Background: an optimization exercise with open tools, aiming at small area, a short achievable clock period and few clock cycles per item. Do not read the settings as production practice. At most, simulation tests tie the RTL to the original design; equivalence was not proved. No functional check of the RTL was part of runs 3 to 5. Power is estimated from default activity; no workload was simulated.

==> design/flow/design.v <==
`timescale 1ns/1ps
package des_pkg;
  typedef enum logic [1:0] {IDLE, ROUND, DONE} ctrl_state_e;
  typedef enum logic {MODE_ENC, MODE_DEC} des_mode_e;
  typedef logic [1:64]  block_t;
  typedef logic [1:32]   half_t;
  typedef logic [1:48] subkey_t;
  typedef logic [5-1:0] round_t;
  localparam logic [511:0] IP_TAB_P = {
    256'h3a322a221a120a023c342c241c140c043e362e261e160e064038302820181008,
    256'h39312921191109013b332b231b130b033d352d251d150d053f372f271f170f07};
  function automatic int IP_AT(input int i);
    IP_AT = IP_TAB_P[(64 - i) * 8 +: 8];
  endfunction
  localparam logic [511:0] FP_TAB_P = {
    256'h280830103818402027072f0f37173f1f26062e0e36163e1e25052d0d35153d1d,
    256'h24042c0c34143c1c23032b0b33133b1b22022a0a32123a1a2101290931113919};
  function automatic int FP_AT(input int i);
    FP_AT = FP_TAB_P[(64 - i) * 8 +: 8];
  endfunction
  localparam logic [383:0] E_TAB_P = {
    256'h20010203040504050607080908090a0b0c0d0c0d0e0f10111011121314151415,
    128'h1617181918191a1b1c1d1c1d1e1f2001};
  function automatic int E_AT(input int i);
    E_AT = E_TAB_P[(48 - i) * 8 +: 8];
  endfunction
  localparam logic [255:0] P_TAB_P = {
    256'h100714151d0c1c11010f171a05121f0a0208180e201b0309130d1e06160b0419};
  function automatic int P_AT(input int i);
    P_AT = P_TAB_P[(32 - i) * 8 +: 8];
  endfunction
  localparam logic [447:0] PC1_TAB_P = {
    256'h39312921191109013a322a221a120a023b332b231b130b033c342c243f372f27,
    192'h1f170f073e362e261e160e063d352d251d150d051c140c04};
  function automatic int PC1_AT(input int i);
    PC1_AT = PC1_TAB_P[(56 - i) * 8 +: 8];
  endfunction
  localparam logic [383:0] PC2_TAB_P = {
    256'h0e110b180105031c0f06150a17130c041a0810071b140d0229341f252f371e28,
    128'h332d21302c31273822352e2a32241d20};
  function automatic int PC2_AT(input int i);
    PC2_AT = PC2_TAB_P[(48 - i) * 8 +: 8];
  endfunction
  localparam logic [2047:0] SBOX_TAB_P = {
    256'he4d12fb83a6c59070f74e2d1a6cb953841e8d62bfc973a50fc8249175b3ea06d,
    256'hf18e6b34972dc05a3d47f28ec01a69b50e7ba4d158c6932fd8a13f42b67c05e9,
    256'ha09e63f51dc7b428d709346a285ecbf1d6498f30b12c5ae71ad069874fe3b52c,
    256'h7de3069a1285bc4fd8b56f03472c1ae9a690cb7df13e52843f06a1d8945bc72e,
    256'h2c417ab6853fd0e9eb2c47d150fa3986421bad78f9c5630eb8c71e2d6f09a453,
    256'hc1af92680d34e75baf427c9561de0b389ef528c3704a1db6432c95fabe17608d,
    256'h4b2ef08d3c975a61d0b7491ae35c2f8614bdc37eaf6805926bd814a7950fe23c,
    256'hd2846fb1a93e50c71fd8a374c56b0e927b419ce206adf35821e74a8dfc90356b};
  function automatic logic [3:0] SBOX_AT(input int box, input logic [5:0] idx);
    SBOX_AT = SBOX_TAB_P[(511 - ((box - 1) * 64 + idx)) * 4 +: 4];
  endfunction
  localparam logic [31:0] SHIFT_TAB_P = 32'b01_01_10_10_10_10_10_10_01_10_10_10_10_10_10_01;
  function automatic logic [1:0] SHIFT_AT(input int i);
    SHIFT_AT = SHIFT_TAB_P[(16 - i) * 2 +: 2];
  endfunction
endpackage
`timescale 1ns/1ps
`timescale 1ns/1ps
`timescale 1ns/1ps
`timescale 1ns/1ps
`timescale 1ns/1ps
module des_core (
  input  logic            clk,
  input  logic            rst,
  input  logic            start,
  input  logic            decrypt,
  input  des_pkg::block_t block_in,
  input  des_pkg::block_t key_in,
  output logic            busy,
  output logic            done,
  output des_pkg::block_t block_out
);
  logic        busy_q;
  logic        done_q;
  logic [3:0]  cnt_q;
  logic        dec_q;
  logic [1:32] l_q, r_q;
  logic [1:28] c_q, d_q;
  always_ff @(posedge clk) begin
    if (rst) begin
      busy_q <= 1'b0;
      done_q <= 1'b0;
      cnt_q  <= 4'd0;
    end else begin
      done_q <= busy_q && (cnt_q == 4'd15);
      if (!busy_q) begin
        cnt_q <= 4'd0;
        if (start) busy_q <= 1'b1;
      end else begin
        cnt_q <= cnt_q + 4'd1;
        if (cnt_q == 4'd15) busy_q <= 1'b0;
      end
    end
  end
  always_ff @(posedge clk) begin
    if (!busy_q) dec_q <= decrypt;
  end
  assign busy = busy_q;
  assign done = done_q;
  logic [1:56] pc1_k;
  logic [1:28] c_src, d_src, c_nxt, d_nxt;
  logic        rot_left, rot_two;
  always_comb begin
    for (int i = 1; i <= 56; i++) pc1_k[i] = key_in[des_pkg::PC1_AT(i)];
  end
  assign c_src = busy_q ? c_q : {pc1_k[28], pc1_k[1:27]};
  assign d_src = busy_q ? d_q : {pc1_k[56], pc1_k[29:55]};
  assign rot_left = busy_q ? !dec_q : 1'b1;
  assign rot_two  = busy_q ? !(cnt_q == 4'd0 || cnt_q == 4'd7 || cnt_q == 4'd14) : !decrypt;
  always_comb begin
    if (rot_left) begin
      c_nxt = rot_two ? {c_src[3:28], c_src[1:2]} : {c_src[2:28], c_src[1]};
      d_nxt = rot_two ? {d_src[3:28], d_src[1:2]} : {d_src[2:28], d_src[1]};
    end else begin
      c_nxt = rot_two ? {c_src[27:28], c_src[1:26]} : {c_src[28], c_src[1:27]};
      d_nxt = rot_two ? {d_src[27:28], d_src[1:26]} : {d_src[28], d_src[1:27]};
    end
  end
  always_ff @(posedge clk) begin
    c_q <= c_nxt;
    d_q <= d_nxt;
  end
  logic [1:56] cd;
  logic [1:48] subkey, x_mix;
  logic [1:32] s_out, f_out;
  assign cd = {c_q, d_q};
  always_comb begin
    for (int i = 1; i <= 48; i++) begin
      subkey[i] = cd[des_pkg::PC2_AT(i)];
      x_mix[i]  = r_q[des_pkg::E_AT(i)] ^ subkey[i];
    end
  end
  always_comb begin : sbox_lookup
    logic [5:0] grp;
    for (int s = 0; s < 8; s++) begin
      grp = x_mix[6*s+1 +: 6];
      s_out[4*s+1 +: 4] = des_pkg::SBOX_AT(s+1, {grp[5], grp[0], grp[4:1]});
    end
  end
  always_comb begin
    for (int i = 1; i <= 32; i++) f_out[i] = s_out[des_pkg::P_AT(i)];
  end
  logic [1:64] ip_blk, pre_out;
  always_comb begin
    for (int i = 1; i <= 64; i++) ip_blk[i] = block_in[des_pkg::IP_AT(i)];
  end
  always_ff @(posedge clk) begin
    l_q <= busy_q ? r_q : ip_blk[1:32];
    r_q <= (busy_q ? l_q : ip_blk[33:64]) ^ (f_out & {32{busy_q}});
  end
  assign pre_out = {r_q, l_q};
  always_comb begin
    for (int i = 1; i <= 64; i++) block_out[i] = pre_out[des_pkg::FP_AT(i)];
  end
endmodule
==> design/flow/flow/run.sh <==
#!/bin/bash
# Own flow: the standard layout (standard.sh) with three changes.
#  - Synthesis: ABC maps for area (area.abc: strash; dch -f; map -a, twice) in place of
#    ORFS's speed script, which sizes every gate up for a 5.5 ps target (the
#    SDC period in ns read as ps). repair_timing sizes the real critical paths
#    after placement instead.
#  - Synthesis: Yosys's adder extraction is skipped, so the XORs stay with ABC.
#  - Placement: the port buffers are buf_1 instead of the resizer's own pick.
# Registers, their names and cells are those of the standard synthesis.
# Each tool's full output is in orfs/logs/; make's own output in flow_make.log.
set -euo pipefail
W=$(pwd)
F=$W/flow
cat > "$W/own_synth.tcl" <<EOT
proc abc {args} {
  set i [lsearch \$args -script]
  if {\$i >= 0} { lset args [expr {\$i + 1}] $F/area.abc }
  yosys abc {*}\$args
}
proc extract_fa {args} { puts "own flow: adder extraction skipped" }
source $W/synth_recipe.tcl
EOT
bash "$W/standard.sh" SYNTH_SCRIPT="$W/own_synth.tcl" \
  "BUFFER_PORTS_ARGS=-buffer_cell sky130_fd_sc_hd__buf_1" finish > "$W/flow_make.log" 2>&1
==> design/flow/flow/area.abc <==
strash
dch -f
map -a
strash
dch -f
map -a
==> design/flow/standard.sh <==
#!/bin/bash
# synth_recipe.tcl (not shown) runs the flow's synth.tcl, then flattens the netlist and writes it again
# the make line also repeats each setting of config.mk as NAME=value (left out here)
make -C /OpenROAD-flow-scripts/flow DESIGN_CONFIG=/design/flow/config.mk WORK_HOME=/design/flow/orfs CLKGATE_MAP_FILE= SYNTH_SCRIPT=/design/flow/synth_recipe.tcl "${@:-finish}"
==> design/flow/config.mk <==
export PLATFORM = sky130hd
export DESIGN_NAME = des_core
export DESIGN_NICKNAME = des_core
export VERILOG_FILES = /design/flow/design.v
export SDC_FILE = /design/flow/constraint.sdc
export NUM_CORES = 4
export LEC_CHECK = 0
export CAP_MARGIN = 20
export CORE_MARGIN = 2
export CORE_UTILIZATION = 55
export CTS_BUF_LIST = sky130_fd_sc_hd__clkbuf_4 sky130_fd_sc_hd__clkbuf_8
export SETUP_SLACK_MARGIN = 3.25
export SLEW_MARGIN = 20
==> design/flow/constraint.sdc <==
create_clock -name core_clock -period 5.5 [get_ports {clk}]
set_input_delay 1.1000 -clock core_clock [delete_from_list [all_inputs] [get_ports {clk}]]
set_output_delay 1.1000 -clock core_clock [all_outputs]
set_load 0.01 [all_outputs]
==> results of run 1 <==
-- power groups by stage --
stage	sequential, mW	combinational, mW	clock [mW]
2_1_floorplan	1.48	2.89	0
6_report	1.51	4.46	0.854
5_1_grt	1.54	4.93	0.895
3_5_place_dp	1.48	3.90	0
3_3_place_gp	1.48	3.91	0
4_1_cts	1.48	4.04	0.853
-- stage by stage --
stage | hold WS, ns | cells | power (mW) | util | setup TNS (ns)
2_1_floorplan | 0.426 | 1405 | 4.37 | - | -141.67
4_1_cts | 0.473 | 1854 | 6.37 | 0.670 | 0
6_report | 0.475 | 1875 | 6.83 | 0.699 | 0
3_3_place_gp | 0.443 | 1819 | 5.38 | 0.631 | 0
5_1_grt | 0.493 | 1875 | 7.37 | 0.699 | 0
3_5_place_dp | 0.455 | 1819 | 5.38 | 0.631 | 0
-- logic make-up (layout without fill, tap and decap cells) --
kind of cell / Yosys count / in the layout / share of synthesized area
muxes: 31 / 31 / 0.0351
and+or+nand+nor: 632 / 633 / 0.277
DFF: 127 / 127 / 0.289
buffers and inverters: 150 / 403 / 0.0638
AOI/OAI and AO/OA: 407 / 407 / 0.277
xor gates and xnor gates: 58 / 58 / 0.0575
-- layer usage --
metal / GRT usage / wire length, um / vias to the layer above
met1: 0.451 / 12900 / 4940
met3: 0.0696 / 2760 / 53
met2: 0.522 / 13400 / 566
met4: 0.122 / 772 / 0
met5: 0 / 0 / -
li1: - / - / 5359
-- worst max path at each step --
stage	slack, ns	to	depth (start not counted)
after floorplan	-2.54	c_q[10]	4
after global placement	2.51	c_q[28]	6
after detailed placement	2.49	c_q[22]	6
after CTS	3.15	busy	1
after global routing	3.08	r_q[22]	8
final	3.25	r_q[22]	8
-- cell usage in the layout, fill, tap and decap left out, drive strengths merged, types with 3 or more instances in the layout --
| cell type | Yosys | final |
|---|---|---|
| nand2 | 376 | 376 |
| buf | 0 | 220 |
| nor2 | 199 | 200 |
| a21oi | 187 | 187 |
| clkinv | 150 | 132 |
| dfxtp | 126 | 126 |
| o21ai | 86 | 86 |
| a32oi | 59 | 59 |
| nand3 | 41 | 41 |
| mux2i | 31 | 31 |
| xor2 | 31 | 31 |
| xnor2 | 27 | 27 |
| o211ai | 24 | 24 |
| clkbuf | 0 | 21 |
| inv | 0 | 16 |
| a31oi | 15 | 15 |
| nor3 | 14 | 14 |
| clkinvlp | 0 | 10 |
| o31ai | 7 | 7 |
| o311ai | 6 | 6 |
| o221ai | 5 | 5 |
| bufinv | 0 | 4 |
| a211oi | 4 | 4 |
| a22oi | 4 | 4 |
| a221oi | 3 | 3 |
-- final cells by class --
type / instances / area share
Timing Repair Buffer: 221 / 0.0890
Clock inverter: 11 / 0.0128
Sequential cell: 127 / 0.235
Clock buffer: 20 / 0.0238
Inverter: 150 / 0.0565
Timing Repair inverter: 1 / 0.000795
Multi-Input combinational cell: 1129 / 0.558
Tap cell: 216 / 0.0245
-- what timing repair did --
action / CTS / global route
pin swaps: 7 / 10
buffers inserted: 3 / 20
gates cloned: 1 / 1
endpoints found under the setup margin: 89 / 87
gates resized for setup: 43 / 105
-- worst max-delay path: cells and delay by family (launching register included) --
| kind | cells | cell delay (ns) |
|---|---|---|
| AOI/OAI and AO/OA | 4 | 0.95 |
| buffers and inverters | 2 | 0.37 |
| xor gates and xnor gates | 2 | 0.48 |
| DFF | 1 | 0.38 |
-- state kept, by name, indices dropped and copies added, names as in the netlist --
name / cells
busy_q: 1
c_q: 28
cnt_q: 4
d_q: 28
dec_q: 1
done_q: 1
l_q: 32
r_q: 32
==> results.toml, run 1 <==
[cells_and_area]
layout-drive-gt1-share = 0.115
multi_input_area_mm2 = 0.00615
antenna_cells = 0
seqCellArea_mm2 = 0.00259
syn2layout_area_growth_pct = 24.8
final_area_mm2 = 0.0110
final_net_count = 1779
nFillCells = 1451

[routing]
routed_wl_um = 29900
first_pass_iters = 7
drcViolationCount = 0
antenna_left = 0
vias = 10900
drtIter0Drc = 1221
routedWlPerCell_um = 15.9
avgViaCountPerCell = 5.82

[critical_path]
crit_type = "register to register"
cp.arrival_ns = 2.64
startpoint = "d_q[21]"
cpPeakStageDelay_ns = 0.39
start_kind = "register"
cp.required_ns = 5.89
r2r_slack_ns = 3.25
cp_cell_sequence = "xnor2_4, clkinv_2, a21oi_1, clkinv_1, o211ai_1, a21oi_1, a311oi_2, xnor2_1"
cp_common_cell = "a21oi_1"
reg2regPathDepth = 8
crit_path_end_kind = "register"
reg2reg_to = "r_q[22]"
reg2reg_from = "d_q[21]"
cp_max_fo = 12
slowest_stage = "a311oi_2"

[cts]
cts-root-buf = "clkbuf_8"
clk_latency_ns = 0.46
cts_tree = "done"
cts_hold_buffers = 0
clkTransAtPathRegs_ns = 0.08
cts.path.max_buffers = 2
clkSinkCount = 127
numCtsBuffers = 17
htreeDepth = 4

[power]
p_sw_mw = 3.63
p_clk_frac = 0.125
power_density_mw_per_mm2 = 620
internal_power_mw = 3.20
peakVddDrop_mv = 0.282
swShare = 0.532
sequentialPowerShare = 0.222
comb_power_share = 0.653
leakagePower_nw = 4.31

[place]
post-place-ws_ns = 2.49
hpwl_um = 21100
dpl_cell_area_mm2 = 0.00996
io_buffer_count = 189
gp_congestion = 0.980

[global_routing]
first_global_vias = 9151
overflow = 0
grt_pass1_wl_um = 44400
grt_usage = 0.332
antenna_found_initial = 0
grt_max_degree = 78

[synth]
yosysSeqAreaShare = 0.289
synth_cell_types = 28
synth_nets = 1537
ys_top_cells_by_area = "dfxtp_1 (29%), nand2_1 (16%), a21oi_1 (11%)"
synth_area_mm2 = 0.00883
syn-instance-count = 1405
synthArstFlopShare = 0
ys_warn_count = 1
synth_top_area_share = 0.286
yosysTopAreaCell = "dfxtp_1"
synth_commonest_cells = "nand2_1 (376), nor2_1 (199), a21oi_1 (187), clkinv_1 (150), dfxtp_1 (126)"
syn-mean-instance-area_um2 = 6.28
synth_edf_count = 1
synthFlopType = "dfxtp_1"
yosysMostFrequentCell = "nand2_1"
ys_seq_elements = 127

[sta]
min_period_over_period = 0.409
worst_pin_slew_ns = 0.796
rsz0062_at_grt = "true"
drv_slew = 0
timing.final.crit_period_ns = 2.25
hold_viol = 0
slew-limit-headroom = 0.465
finClkSkew_ns = 0.0149
max_clock_freq_mhz = 445
setup_violations = 0
setup_ws_ns = 3.25

[die]
fp.dieW_um = 131
die_area_mm2 = 0.0171
start_util = 0.560
num_rows = 46
core_area_mm2 = 0.0158
die_y_um = 131
top_level_ports = 198

[outcome]
outcome = "timing/DRC/antenna clean"

[min_path]
hold_path_class = "register to register"
min_to = "cnt_q[0]"
holdPathStages = 1
hold_start = "cnt_q[0]"

[run]
drv_cap = 0
Testbench counts, summed over its fixed seeds: cycles 34,824, blocks 2,048.
==> run 2: changes to the inputs <==
--- a/design/flow/config.mk
+++ b/design/flow/config.mk
@@ -9,5 +9,5 @@
 export CORE_MARGIN = 2
 export CORE_UTILIZATION = 55
 export CTS_BUF_LIST = sky130_fd_sc_hd__clkbuf_4 sky130_fd_sc_hd__clkbuf_8
-export SETUP_SLACK_MARGIN = 3.25
+export SETUP_SLACK_MARGIN = 3.3
 export SLEW_MARGIN = 20
==> run 2 against run 1 <==
Critical path type is now register to output port. Still clean on timing, DRC and antenna. First-iteration DRC count shrank 17%. Sequential share of layout area decreased by 0.23 points. Critical endpoint is now block_out[62]. Worst hold slack better by 0.0053 ns. Highest routed layer unchanged. Core utilization is 1.0 points higher. Routed wire length is 0.66% higher. Clock skew decreased by 0.00089 ns. Clock power is 0.5% lower.
==> results.toml, run 2 <==
[critical_path]
critPathTopFamily = "flip-flops"
slowest_stage = "dfxtp_2"
cpPeakStageDelay_ns = 0.47
crit_type = "register to output port"
cp.arrival_ns = 1.10
cp-endpoint = "block_out[62]"
reg2reg_to = "r_q[11]"
startpoint = "r_q[17]"
crit_path_end_kind = "output port"
cp_cell_sequence = "buf_1"
start_kind = "register"
r2r_slack_ns = 3.40
cp.required_ns = 4.40
cp_max_fo = 4
reg2reg_from = "r_q[22]"
path_depth = 1
reg2regPathDepth = 10
cp_num_buf_inv = 1

[synth]
yosysSeqAreaShare = 0.289
ys_top_cells_by_area = "dfxtp_1 (29%), nand2_1 (16%), a21oi_1 (11%)"
yosysTopAreaCell = "dfxtp_1"
synth_top_area_share = 0.286
ys_warn_count = 1
syn-instance-count = 1405
synth_commonest_cells = "nand2_1 (376), nor2_1 (199), a21oi_1 (187), clkinv_1 (150), dfxtp_1 (126)"
syn-mean-instance-area_um2 = 6.28
yosysMostFrequentCell = "nand2_1"
synth_edf_count = 1
synthFlopType = "dfxtp_1"
synth_nets = 1537
synth_cell_types = 28
ys_seq_elements = 127
synth_area_mm2 = 0.00883
synthArstFlopShare = 0

[cts]
cts_tree = "done"
htreeDepth = 4
clkSinkCount = 127
cts.path.max_buffers = 2
clkTransAtPathRegs_ns = 0.07
cts_hold_buffers = 0
clk_latency_ns = 0.46
cts-root-buf = "clkbuf_8"
numCtsBuffers = 17

[die]
start_util = 0.560
die_y_um = 131
fp.dieW_um = 131
die_area_mm2 = 0.0171
core_area_mm2 = 0.0158
num_rows = 46
top_level_ports = 198

[global_routing]
first_global_vias = 9106
grt_max_degree = 78
overflow = 0
grt_pass1_wl_um = 44200
antenna_found_initial = 0
grt_usage = 0.329

[power]
power_density_mw_per_mm2 = 624
leakagePower_nw = 4.40
peakVddDrop_mv = 0.309

[min_path]
hold_path_class = "register to register"

[sta]
finClkSkew_ns = 0.0140
max_clock_freq_mhz = 454
slew-limit-headroom = 0.501
whs_ns = 0.480
setup_violations = 0
rsz0062_at_grt = "true"
drv_slew = 0
min_period_over_period = 0.400
worst_pin_slew_ns = 0.743
hold_viol = 0
timing.final.crit_period_ns = 2.20

[cells_and_area]
final_core_util = 0.709
fin_cells = 1881
layout-drive-gt1-share = 0.132
nFillCells = 1424
final_area_mm2 = 0.0112
final_common_cell = "nand2_1"
final_net_count = 1785
multi_input_area_mm2 = 0.00621
syn2layout_area_growth_pct = 26.7
seqCellArea_mm2 = 0.00260
antenna_cells = 0
reg_top3 = "l_q x32, r_q x32"
final_cell_mix = "nand2_1 (352), buf_1 (188), a21oi_1 (183), nor2_1 (165), clkinv_1 (113)"

[routing]
vias = 11000
drcViolationCount = 0
avgViaCountPerCell = 5.83
routedWlPerCell_um = 16.0
drtIter0Drc = 1017
antenna_left = 0
first_pass_iters = 6
routed_wl_um = 30100

[place]
dpl_cell_area_mm2 = 0.00996
hpwl_um = 21100
gp_congestion = 0.980
io_buffer_count = 189
dp_cells = 1819

[run]
drv_cap = 0

[outcome]
outcome = "timing/DRC/antenna clean"
## run 2: cell counts after synthesis
Identical to the previous run, type by type.
## run 2: where the power goes
part | internal (mW) | switching, mW | total, mW
Sequential | 1.21 | 0.313 | 1.52
Clock | 0.464 | 0.386 | 0.850
Combinational | 1.61 | 3.00 | 4.61
Total | 3.28 | 3.70 | 6.98
## run 2: final cells by class
| type | count | share of cell area |
|---|---|---|
| inverter | 150 | 0.0558 |
| tap | 216 | 0.0242 |
| clock buffer | 20 | 0.0235 |
| multi-input combinational | 1128 | 0.555 |
| timing repair buffer | 228 | 0.0954 |
| sequential | 127 | 0.232 |
| timing repair inverter | 1 | 0.000783 |
| clock inverter | 11 | 0.0126 |
## run 2: kinds of logic after synthesis
| kind of cell | synth area share |
|---|---|
| AND/OR/NAND/NOR | 0.277 |
| AO/OA/AOI/OAI | 0.277 |
| buffers and inverters | 0.0638 |
| flip-flops | 0.289 |
| XOR/XNOR | 0.0575 |
| multiplexers | 0.0351 |
## run 2: worst min path at each step
stage,end,cells after the start,from
after floorplan,cnt_q[0],1,cnt_q[0]
after global placement,cnt_q[0],1,cnt_q[0]
after detailed placement,cnt_q[0],1,cnt_q[0]
after CTS,l_q[27],2,r_q[27]
after global routing,l_q[27],2,r_q[27]
final,l_q[19],2,r_q[19]
## run 2: stage by stage
stage	worst slack (ns)	TNS [ns]	power [mW]
floorplan	-2.54	-141.67	4.37
global placement	2.51	0	5.38
detailed placement	2.49	0	5.38
CTS	3.24	0	6.41
global route	3.20	0	7.52
finish	3.30	0	6.98
## run 2: routing by layer
metal,part of all wire,wire (um),vias up,track usage
met1,0.43,12900,4908,0.453
met3,0.090,2710,77,0.0607
li1,-,-,5382,-
met2,0.45,13500,597,0.520
met5,0,0,-,0
met4,0.032,974,0,0.116
## run 2: tightest hold or removal path: cells and delay by family, from the launching register on
kind,cells,cell delay [ns]
buffers and inverters,1,0.06
AO/OA/AOI/OAI,1,0.05
flip-flops,1,0.33
## run 2: what timing repair did
item,4_1_cts,5_1_grt
gates cloned,0,1
resized for setup,59,132
endpoints found under the setup margin,99,94
setup buffers,8,21
pin swaps,7,15
==> run 3: changes to the inputs <==
--- a/design/flow/design.v
+++ b/design/flow/design.v
@@ -136,9 +136,11 @@
   end
   always_comb begin : sbox_lookup
     logic [5:0] grp;
+    logic [3:0] row [0:3];
     for (int s = 0; s < 8; s++) begin
       grp = x_mix[6*s+1 +: 6];
-      s_out[4*s+1 +: 4] = des_pkg::SBOX_AT(s+1, {grp[5], grp[0], grp[4:1]});
+      for (int r = 0; r < 4; r++) row[r] = des_pkg::SBOX_AT(s+1, {r[1:0], grp[4:1]});
+      s_out[4*s+1 +: 4] = row[{grp[5], grp[0]}];
     end
   end
   always_comb begin
==> run 3 against run 2 <==
Register-to-register slack worse by 0.06 ns. Still clean. Synthesized cell count up 5.5%. Setup slack worse by 0.019 ns. Design area up 3.0%. Sequential cell count unchanged. Via count up 1.6%. First-iteration DRC count up 9.5%.
==> results.toml, run 3 <==
[cts]
htreeDepth = 4
cts-root-buf = "clkbuf_8"
numCtsBuffers = 17
clk_latency_ns = 0.46
cts.path.max_buffers = 2
clkTransAtPathRegs_ns = 0.07
clkSinkCount = 127
cts_tree = "done"

[routing]
antenna_left = 0
routed_wl_um = 31400
first_pass_iters = 6
drtIter0Drc = 1114
avgViaCountPerCell = 5.69
routedWlPerCell_um = 16.0
drcViolationCount = 0
vias = 11100

[sta]
max_clock_freq_mhz = 450
timing.final.crit_period_ns = 2.22
setup_violations = 0
min_period_over_period = 0.404
rsz0062_at_grt = "true"
tns_ns = 0
worst_pin_slew_ns = 0.807
hold_viol = 0
finClkSkew_ns = 0.0141
whs_ns = 0.476
slew-limit-headroom = 0.460
setup_ws_ns = 3.28
drv_slew = 0

[critical_path]
start_kind = "register"
crit_type = "register to output port"
slowest_stage = "dfxtp_4"
cpPeakStageDelay_ns = 0.38
reg2reg_to = "r_q[3]"
cp_num_buf_inv = 2
r2r_slack_ns = 3.34
cp_cell_sequence = "buf_4, buf_1"
critPathTopFamily = "flip-flops"
reg2regPathDepth = 9
cp.arrival_ns = 1.12
reg2reg_from = "d_q[24]"
cp.required_ns = 4.40
crit_path_end_kind = "output port"
cp_max_fo = 3

[die]
die_area_mm2 = 0.0172
core_area_mm2 = 0.0158
num_rows = 46
fp.dieW_um = 131
top_level_ports = 198
die_y_um = 131
start_util = 0.562

[min_path]
min_to = "cnt_q[0]"
hold_start = "cnt_q[0]"
hold_path_class = "register to register"
holdPathStages = 1

[synth]
ys_warn_count = 2
synth_nets = 1614
synth_commonest_cells = "nand2_1 (420), nor2_1 (282), clkinv_1 (165), a21oi_1 (132), dfxtp_1 (126)"
synth_top_area_share = 0.284
yosysTopAreaCell = "dfxtp_1"
syn-instance-count = 1482
synthArstFlopShare = 0
synth_edf_count = 1
synth_area_mm2 = 0.00890
synth_cell_types = 32
synthFlopType = "dfxtp_1"
yosysMostFrequentCell = "nand2_1"
syn-mean-instance-area_um2 = 6.00
ys_top_cells_by_area = "dfxtp_1 (28%), nand2_1 (18%), nor2_1 (12%)"
yosysSeqAreaShare = 0.287
ys_seq_elements = 127

[cells_and_area]
layout-drive-gt1-share = 0.146
seqCellArea_mm2 = 0.00260
reg_top3 = "l_q x32, r_q x32"
syn2layout_area_growth_pct = 29.5
final_cell_mix = "nand2_1 (392), nor2_1 (228), buf_1 (188), clkinv_1 (129), a21oi_1 (124)"
fin_cells = 1959
nFillCells = 1395
final_net_count = 1863
antenna_cells = 0
multi_input_area_mm2 = 0.00639
final_common_cell = "nand2_1"

[power]
power_density_mw_per_mm2 = 682
sequentialPowerShare = 0.198
internal_power_mw = 3.57
peakVddDrop_mv = 0.389
comb_power_share = 0.698
leakagePower_nw = 4.79
p_sw_mw = 4.29
p_clk_frac = 0.104
swShare = 0.546

[global_routing]
first_global_vias = 10200
grt_usage = 0.339
grt_max_degree = 113
antenna_found_initial = 0
overflow = 0
grt_pass1_wl_um = 47900

[place]
post-place-ws_ns = 2.13
io_buffer_count = 189
hpwl_um = 20400
gp_congestion = 0.945
dp_cells = 1891

[run]
drv_cap = 0

[outcome]
outcome = "timing/DRC/antenna clean"
run 3: how the worst max path moves through the flow:
stage / cells after the start / from / to
5_1_grt: 12 / r_q[4] / r_q[31]
3_3_place_gp: 9 / decrypt / c_q[27]
2_1_floorplan: 4 / busy_q / c_q[10]
6_report: 2 / r_q[12] / block_out[36]
3_5_place_dp: 9 / decrypt / c_q[27]
4_1_cts: 1 / r_q[5] / block_out[26]
run 3: power groups by stage:
| stage | clock (mW) | combinational, mW | sequential, mW |
|---|---|---|---|
| final | 0.816 | 5.48 | 1.56 |
| after global routing | 0.857 | 6.03 | 1.59 |
| after CTS | 0.818 | 4.65 | 1.53 |
| after detailed placement | 0 | 4.37 | 1.51 |
| after global placement | 0 | 4.38 | 1.51 |
| after floorplan | 0 | 3.22 | 1.55 |
run 3: logic make-up after synthesis:
logic type,share of synthesized area
mux,0.0360
flops,0.287
simple gates,0.332
buf+inv,0.0696
xor+xnor,0.0532
compound gates,0.223
run 3: final cells by class:
cell class	count	area share
Multi-Input combinational cell	1190	0.554
Sequential cell	127	0.225
Timing Repair Buffer	230	0.105
Inverter	165	0.0590
Clock buffer	21	0.0235
Tap cell	216	0.0235
Clock inverter	10	0.00988
run 3: per-layer routing:
| layer | vias up | GRT usage | part of all wire |
|---|---|---|---|
| met1 | 4988 | 0.419 | 0.40 |
| met2 | 591 | 0.579 | 0.48 |
| met4 | 0 | 0.156 | 0.041 |
| met3 | 100 | 0.0559 | 0.079 |
| met5 | - | 0 | 0 |
| li1 | 5463 | - | - |
run 3: stage by stage:
| stage | utilization | instance area (um2) | total power [mW] |
|---|---|---|---|
| after floorplan | - | 8920 | 4.78 |
| after global placement | 0.628 | 9950 | 5.89 |
| after detailed placement | 0.628 | 9950 | 5.88 |
| after CTS | 0.683 | 10800 | 7.00 |
| after global routing | 0.728 | 11500 | 8.48 |
| final | 0.728 | 11500 | 7.86 |
run 3: timing repair:
| action | CTS | global route |
|---|---|---|
| setup buffers | 9 | 22 |
| setup endpoints to repair | 96 | 94 |
| gates resized for setup | 82 | 164 |
| gates cloned | 4 | 2 |
| pin swaps | 5 | 24 |
| hold buffers | 0 | 0 |
==> run 4: changes to the inputs <==
--- a/design/flow/design.v
+++ b/design/flow/design.v
@@ -102,24 +102,30 @@
   assign busy = busy_q;
   assign done = done_q;
   logic [1:56] pc1_k;
-  logic [1:28] c_src, d_src, c_nxt, d_nxt;
-  logic        rot_left, rot_two;
+  logic [1:28] c_nxt, d_nxt;
+  logic        ld_e, ld_d, sh_l1, sh_l2, sh_r1, sh_r2, sh_one;
   always_comb begin
     for (int i = 1; i <= 56; i++) pc1_k[i] = key_in[des_pkg::PC1_AT(i)];
   end
-  assign c_src = busy_q ? c_q : {pc1_k[28], pc1_k[1:27]};
-  assign d_src = busy_q ? d_q : {pc1_k[56], pc1_k[29:55]};
-  assign rot_left = busy_q ? !dec_q : 1'b1;
-  assign rot_two  = busy_q ? !(cnt_q == 4'd0 || cnt_q == 4'd7 || cnt_q == 4'd14) : !decrypt;
-  always_comb begin
-    if (rot_left) begin
-      c_nxt = rot_two ? {c_src[3:28], c_src[1:2]} : {c_src[2:28], c_src[1]};
-      d_nxt = rot_two ? {d_src[3:28], d_src[1:2]} : {d_src[2:28], d_src[1]};
-    end else begin
-      c_nxt = rot_two ? {c_src[27:28], c_src[1:26]} : {c_src[28], c_src[1:27]};
-      d_nxt = rot_two ? {d_src[27:28], d_src[1:26]} : {d_src[28], d_src[1:27]};
-    end
-  end
+  assign sh_one = (cnt_q == 4'd0) || (cnt_q == 4'd7) || (cnt_q == 4'd14);
+  assign ld_e   = !busy_q && !decrypt;
+  assign ld_d   = !busy_q &&  decrypt;
+  assign sh_l1  = busy_q && !dec_q &&  sh_one;
+  assign sh_l2  = busy_q && !dec_q && !sh_one;
+  assign sh_r1  = busy_q &&  dec_q &&  sh_one;
+  assign sh_r2  = busy_q &&  dec_q && !sh_one;
+  function automatic logic [1:28] next_half(input logic [1:28] q, input logic [1:28] k);
+    logic [1:28] y;
+    y = ({28{ld_e }} & {k[2:28], k[1]})
+      | ({28{ld_d }} & k)
+      | ({28{sh_l1}} & {q[2:28], q[1]})
+      | ({28{sh_l2}} & {q[3:28], q[1:2]})
+      | ({28{sh_r1}} & {q[28], q[1:27]})
+      | ({28{sh_r2}} & {q[27:28], q[1:26]});
+    next_half = y;
+  endfunction
+  assign c_nxt = next_half(c_q, pc1_k[1:28]);
+  assign d_nxt = next_half(d_q, pc1_k[29:56]);
   always_ff @(posedge clk) begin
     c_q <= c_nxt;
     d_q <= d_nxt;
@@ -136,11 +142,9 @@
   end
   always_comb begin : sbox_lookup
     logic [5:0] grp;
-    logic [3:0] row [0:3];
     for (int s = 0; s < 8; s++) begin
       grp = x_mix[6*s+1 +: 6];
-      for (int r = 0; r < 4; r++) row[r] = des_pkg::SBOX_AT(s+1, {r[1:0], grp[4:1]});
-      s_out[4*s+1 +: 4] = row[{grp[5], grp[0]}];
+      s_out[4*s+1 +: 4] = des_pkg::SBOX_AT(s+1, {grp[5], grp[0], grp[4:1]});
     end
   end
   always_comb begin
--- a/design/flow/flow/run.sh
+++ b/design/flow/flow/run.sh
@@ -1,6 +1,6 @@
 #!/bin/bash
 # Own flow: the standard layout (standard.sh) with three changes.
-#  - Synthesis: ABC maps for area (area.abc: strash; dch -f; map -a, twice) in place of
+#  - Synthesis: ABC maps for area (area.abc: strash; dch -f; map -a) in place of
 #    ORFS's speed script, which sizes every gate up for a 5.5 ps target (the
 #    SDC period in ns read as ps). repair_timing sizes the real critical paths
 #    after placement instead.
==> design/flow/flow/area.abc (replaced) <==
strash
dch -f
map -a
==> run 4 against run 3 <==
Worst hold slack gained 0.00070 ns. Final cell count fell by 7.9%. Clock power grew 15%. Combinational power shrank 16%. Via count decreased by 0.50%. Register-to-register slack got worse by 0.03 ns. Largest power group unchanged. Die area is 1.1% lower. Synthesized cell count is 11% lower. Area after synthesis shrank 1.1%. Clock-buffer cell count is 2 lower. Global-route usage is 2.2 points higher.
==> results.toml, run 4 <==
[cells_and_area]
final_cell_mix = "nand2_1 (217), buf_1 (186), nor2_1 (130), a22oi_1 (117), clkinv_1 (116)"
final_net_count = 1706
syn2layout_area_growth_pct = 31.1
fin_cells = 1804
final_common_cell = "nand2_1"
reg_top3 = "l_q x32, r_q x32"
final_area_mm2 = 0.0115
layout-drive-gt1-share = 0.187

[synth]
ys_top_cells_by_area = "dfxtp_1 (29%), nand2_1 (11%), a22oi_1 (10%)"
syn-mean-instance-area_um2 = 6.68
synth_cell_types = 33
synth_edf_count = 1
yosysSeqAreaShare = 0.290
synth_area_mm2 = 0.00879
yosysTopAreaCell = "dfxtp_1"
synthFlopType = "dfxtp_1"
synth_top_area_share = 0.287
yosysMostFrequentCell = "nand2_1"
synth_commonest_cells = "nand2_1 (251), nor2_1 (167), clkinv_1 (161), dfxtp_1 (126), a21oi_1 (118)"
synth_nets = 1448
synthArstFlopShare = 0
ys_seq_elements = 127
ys_warn_count = 1
syn-instance-count = 1316

[cts]
cts_tree = "done"
cts-root-buf = "clkbuf_8"
clkSinkCount = 127
numCtsBuffers = 17
clkTransAtPathRegs_ns = 0.08
htreeDepth = 4
clk_latency_ns = 0.48
cts.path.max_buffers = 2

[power]
power_density_mw_per_mm2 = 616
leakagePower_nw = 4.23
peakVddDrop_mv = 0.361

[critical_path]
cp.arrival_ns = 2.60
r2r_slack_ns = 3.31
cp_max_fo = 8
cp.required_ns = 5.91
reg2regPathDepth = 12
crit_path_end_kind = "register"
crit_type = "register to register"
startpoint = "c_q[12]"
start_kind = "register"
reg2reg_to = "r_q[24]"
reg2reg_from = "c_q[12]"

[place]
gp_congestion = 1.02
dpl_cell_area_mm2 = 0.00992
post-place-ws_ns = 2.44
hpwl_um = 21400
io_buffer_count = 189
dp_cells = 1728

[sta]
slew-limit-headroom = 0.386
timing.final.crit_period_ns = 2.19
min_period_over_period = 0.398
max_clock_freq_mhz = 457
drv_slew = 0
setup_ws_ns = 3.31
setup_violations = 0
hold_viol = 0
finClkSkew_ns = 0.0115
rsz0062_at_grt = "true"
worst_pin_slew_ns = 0.915
whs_ns = 0.476
tns_ns = 0

[routing]
routed_wl_um = 32400
drcViolationCount = 0
drtIter0Drc = 1314
avgViaCountPerCell = 6.15
vias = 11100
routedWlPerCell_um = 17.9
antenna_left = 0
first_pass_iters = 7

[min_path]
min_to = "cnt_q[0]"
hold_start = "cnt_q[0]"
hold_path_class = "register to register"
holdPathStages = 1

[die]
start_util = 0.558
num_rows = 46
core_area_mm2 = 0.0158
die_area_mm2 = 0.0170
fp.dieW_um = 130
top_level_ports = 198
die_y_um = 130

[global_routing]
overflow = 0
grt_max_degree = 69
grt_pass1_wl_um = 48400
antenna_found_initial = 0
grt_usage = 0.361
first_global_vias = 9654

[outcome]
outcome = "timing/DRC/antenna clean"

[run]
drv_cap = 0
-- run 4: worst max-delay path by stage --
| stage | endpoint | cells after the start |
|---|---|---|
| final | r_q[24] | 12 |
| after detailed placement | c_q[22] | 8 |
| after floorplan | c_q[21] | 4 |
| after global placement | c_q[21] | 8 |
| after global routing | r_q[9] | 10 |
| after CTS | r_q[25] | 13 |
-- run 4: stage by stage --
stage	util	total power [mW]
final	0.731	7.11
after global placement	0.629	5.14
after floorplan	-	4.17
after global routing	0.731	7.63
after detailed placement	0.629	5.15
after CTS	0.690	6.44
-- run 4: final cells by class --
class	count	area (um2)
Multi-Input combinational cell	1029	6330
Fill cell	1330	4240
Sequential cell	127	2660
Timing Repair Buffer	238	1130
Inverter	161	684
Tap cell	216	270
Clock buffer	19	262
Clock inverter	13	186
Antenna cell	1	2.50
-- run 4: report_power, final --
group	switching [mW]	internal (mW)	total (mW)
Clock	0.420	0.518	0.938
Combinational	2.94	1.66	4.60
Sequential	0.360	1.21	1.57
Total	3.72	3.39	7.11
-- run 4: routing by layer --
metal / part of all wire / vias to the layer above / wire, um / track usage
li1: - / 5243 / - / -
met1: 0.40 / 5080 / 12900 / 0.473
met2: 0.46 / 677 / 15000 / 0.567
met3: 0.10 / 86 / 3230 / 0.0835
met4: 0.038 / 0 / 1230 / 0.167
met5: 0 / - / 0 / 0
-- run 4: what timing repair did --
item                                    CTS  global route
gates cloned                              1             0
hold buffers                              0             0
endpoints found under the setup margin  102            94
pin swaps                                16            39
hold endpoints to repair                  0             0
setup buffers                            17            25
gates resized for setup                 127           169
-- run 4: kinds of logic (layout without fill, tap and decap cells) --
group	count (synthesis)	in the layout	synth area share
mux	32	32	0.0364
xor+xnor	58	58	0.0578
buf+inv	161	431	0.0687
flops	127	127	0.290
compound gates	427	427	0.313
simple gates	511	512	0.234
other cells	0	1	0
-- run 4: worst max-delay path, stage by stage, from the launching register on --
cell and delay, ns:
dfxtp_2 0.38, clkinv_1 0.10, nand2_1 0.08, nand2_2 0.15
inv_4 0.14, nor2_4 0.06, clkinv_2 0.06, nand2_1 0.11
or3_2 0.42, a21oi_1 0.16, o31ai_1 0.08, o211ai_1 0.20
xor2_1 0.17
==> run 5: changes to the inputs <==
--- a/design/flow/flow/run.sh
+++ b/design/flow/flow/run.sh
@@ -1,6 +1,6 @@
 #!/bin/bash
 # Own flow: the standard layout (standard.sh) with three changes.
-#  - Synthesis: ABC maps for area (area.abc: strash; dch -f; map -a) in place of
+#  - Synthesis: ABC maps for area (area.abc: strash; dch -f; map -a, twice) in place of
 #    ORFS's speed script, which sizes every gate up for a 5.5 ps target (the
 #    SDC period in ns read as ps). repair_timing sizes the real critical paths
 #    after placement instead.
==> design/flow/flow/area.abc (replaced) <==
strash
dch -f
map -a
strash
dch -f
map -a
==> run 5 against run 4 <==
Still clean on timing, DRC and antenna. Global-route usage is 0.90 points higher. Non-clock buffer count is 6 higher. Worst hold slack better by 0.017 ns. First-iteration DRC count is 3.7% higher. Power is 0.41% higher. Combinational power hardly changed. Clock power is 4.4% higher. Die area is 0.45% lower. Sequential power hardly changed. Sequential cell count stayed put. Via count is 0.81% higher. Maximum frequency is 2.5% lower.
==> results.toml, run 5 <==
[synth]
ys_warn_count = 1
yosysMostFrequentCell = "nor2_1"
yosysSeqAreaShare = 0.292
synth_top_area_share = 0.288
synth_nets = 1444
synth-simple-area-share = 0.218
synthArstFlopShare = 0
synth_top_family_by_area = "compound AO/OA/AOI/OAI gates"
synth_area_mm2 = 0.00875
synth_commonest_cells = "nor2_1 (215), nand2_1 (178), clkinv_1 (176), dfxtp_1 (126), a21oi_1 (116)"
synth_mux_area_frac = 0.0366
ys_seq_elements = 127
ys_top_cells_by_area = "dfxtp_1 (29%), nor2_1 (9.2%), a22oi_1 (8.7%)"
synth_cell_types = 31
yosysTopAreaCell = "dfxtp_1"
synth_edf_count = 1
synthFlopType = "dfxtp_1"
synth-xor-area-share = 0.0510
syn-mean-instance-area_um2 = 6.67
syn-instance-count = 1312
synth_fa_ha_area_frac = 0
synth_compound_area_frac = 0.327

[place]
gp_congestion = 0.960
io_buffer_count = 189
hpwl_um = 22300

[critical_path]
cp.required_ns = 5.85
cp.arrival_ns = 2.59
critPathTopFamily = "simple AND/OR/NAND/NOR gates"
crit_type = "register to register"
cp_max_fo = 6
slowest_stage = "dfxtp_2"
cp_common_cell = "nand2_1"
cpPeakStageDelay_ns = 0.37
start_kind = "register"
cp_num_buf_inv = 4
cp_cell_sequence = "clkinv_1, nand2_1, nand2_1, inv_2, nor2_2, nor2_1, inv_2, nor2_1, clkinv_1, a32oi_2, nand2_1, o211ai_1, nand2_1, xor2_1"
crit_path_end_kind = "register"

[cts]
cts.path.max_buffers = 2
htreeDepth = 4
cts_tree = "done"
cts-root-buf = "clkbuf_8"
clkTransAtPathRegs_ns = 0.09
cts_hold_buffers = 0
clkSinkCount = 127
numCtsBuffers = 17
clk_latency_ns = 0.48

[cells_and_area]
final_cell_mix = "buf_1 (186), nor2_1 (159), nand2_1 (152), clkinv_1 (118), a21oi_1 (109)"
syn2layout_area_growth_pct = 33.0
antenna_cells = 0
final_net_count = 1708
final_common_cell = "buf_1"
nFillCells = 1329
reg_top3 = "l_q x32, r_q x32"
layout-drive-gt1-share = 0.194
final_core_util = 0.741

[power]
p_sw_mw = 3.72
sequentialPowerShare = 0.216
p_clk_frac = 0.137
power_density_mw_per_mm2 = 613
peakVddDrop_mv = 0.345
swShare = 0.522
internal_power_mw = 3.41
comb_power_share = 0.647
leakagePower_nw = 4.22

[die]
num_rows = 46
start_util = 0.557
die_y_um = 130
core_area_mm2 = 0.0157
fp.dieW_um = 130
die_area_mm2 = 0.0169
top_level_ports = 198

[global_routing]
antenna_found_initial = 0
grt_pass1_wl_um = 48900
overflow = 0
first_global_vias = 9616
grt_usage = 0.370
grt_max_degree = 63

[run]
drv_cap = 0

[routing]
drcViolationCount = 0
antenna_left = 0
routedWlPerCell_um = 18.7
first_pass_iters = 7
vias = 11200
drtIter0Drc = 1363
routed_wl_um = 33800
avgViaCountPerCell = 6.19

[sta]
slew-limit-headroom = 0.483
rsz0062_at_grt = "true"
worst_pin_slew_ns = 0.776
finClkSkew_ns = 0.0192
whs_ns = 0.493
tns_ns = 0
timing.final.crit_period_ns = 2.24
max_clock_freq_mhz = 446
hold_viol = 0
setup_violations = 0
min_period_over_period = 0.408
drv_slew = 0

[outcome]
outcome = "timing/DRC/antenna clean"

[min_path]
hold_path_class = "register to register"
## run 5: cell type report
class,count,area [um2],area share
flip-flops and latches,127,2640,0.226
clock inverters,13,210,0.0181
inverters,176,776,0.0666
repair buffers,244,1230,0.106
multi-input cells,1010,6250,0.537
well taps,216,270,0.0232
clock buffers,19,262,0.0225
## run 5: repair_timing
action	in CTS	in global routing
setup endpoints to repair	96	62
setup buffers	21	26
resized for setup	130	170
pin swaps	19	33
cloned	1	1
## run 5: kinds of logic after synthesis
kind of cell,Yosys count
compound gates,447
flops,127
buf+inv,176
mux,32
xor+xnor,51
simple gates,479
## run 5: per-layer routing
metal,wire (um),GRT usage,part of all wire
met5,0,0,0
met4,1130,0.135,0.034
met3,3960,0.103,0.12
met2,15400,0.594,0.46
met1,13300,0.477,0.39
## run 5: path summary, 6_finish.rpt
kind,cells past startpoint,slack (ns),from,endpoint
max,14,3.26,r_q[31],r_q[21]
min reg2reg,2,0.49,r_q[20],l_q[20]
max reg2reg,14,3.26,r_q[31],r_q[21]
min,2,0.49,r_q[20],l_q[20]
## run 5: stage by stage
stage	setup slack (ns)	instances	power (mW)	cell area, um2
final	3.26	1805	7.14	11600
after global routing	3.17	1805	7.60	11600
after CTS	3.30	1778	6.43	11000
after detailed placement	2.49	1724	5.08	9890
after global placement	2.54	1724	5.09	9890
after floorplan	2.71	1312	4.09	8850
## run 5: tightest hold or removal path, stage by stage (launching register included)
cell      delay, ns
dfxtp_2        0.35
clkinv_1       0.06
a21oi_1        0.05
## run 5: power groups by stage
stage | Clock (mW) | Sequential (mW) | Combinational [mW]
6_report | 0.979 | 1.54 | 4.62
5_1_grt | 1.02 | 1.56 | 5.02
4_1_cts | 0.978 | 1.49 | 3.97
3_5_place_dp | 0 | 1.49 | 3.60
3_3_place_gp | 0 | 1.49 | 3.60
2_1_floorplan | 0 | 1.47 | 2.62

-- afterwards: timing with drivers on the ports --
The results above use ideal ports. As a check the final layouts listed here were re-extracted and re-timed, cells and wires unchanged.
Step 1 (the two cells are an assumption about what drives the block):
set clk [get_ports {clk}]
set_driving_cell -lib_cell sky130_fd_sc_hd__clkbuf_16 $clk
set_driving_cell -lib_cell sky130_fd_sc_hd__buf_2 [delete_from_list [all_inputs] $clk]
Step 2 times the ports against the registers' clock, not the clock port: input delays grow and output delays shrink by t, the midpoint of the rising clock arrivals with the driver on.
Three values: ideal, step 1, step 2; two values: the first two.
| run | t (ns) | slack for setup (ns) | hold WS [ns] | worst register clock-pin slew, ns |
|---|---|---|---|---|
| run 1 | 0.495 | 3.250 / 3.250 / 2.911 | 0.475 / 0.475 / 0.475 | 0.08 / 0.08 |
| run 2 | 0.492 | 3.299 / 3.258 / 2.928 | 0.480 / 0.480 / 0.480 | 0.08 / 0.08 |
| run 3 | 0.499 | 3.280 / 3.235 / 3.199 | 0.476 / 0.476 / 0.476 | 0.08 / 0.08 |
| run 4 | 0.517 | 3.310 / 3.284 / 2.938 | 0.476 / 0.476 / 0.476 | 0.09 / 0.09 |
| run 5 | 0.505 | 3.255 / 3.255 / 3.022 | 0.493 / 0.493 / 0.493 | 0.09 / 0.09 |
After both steps setup and hold are still met in every run listed. For run 4, which loses most, drivers alone change the setup slack by -0.026 ns; drivers and shift together by -0.372 ns.
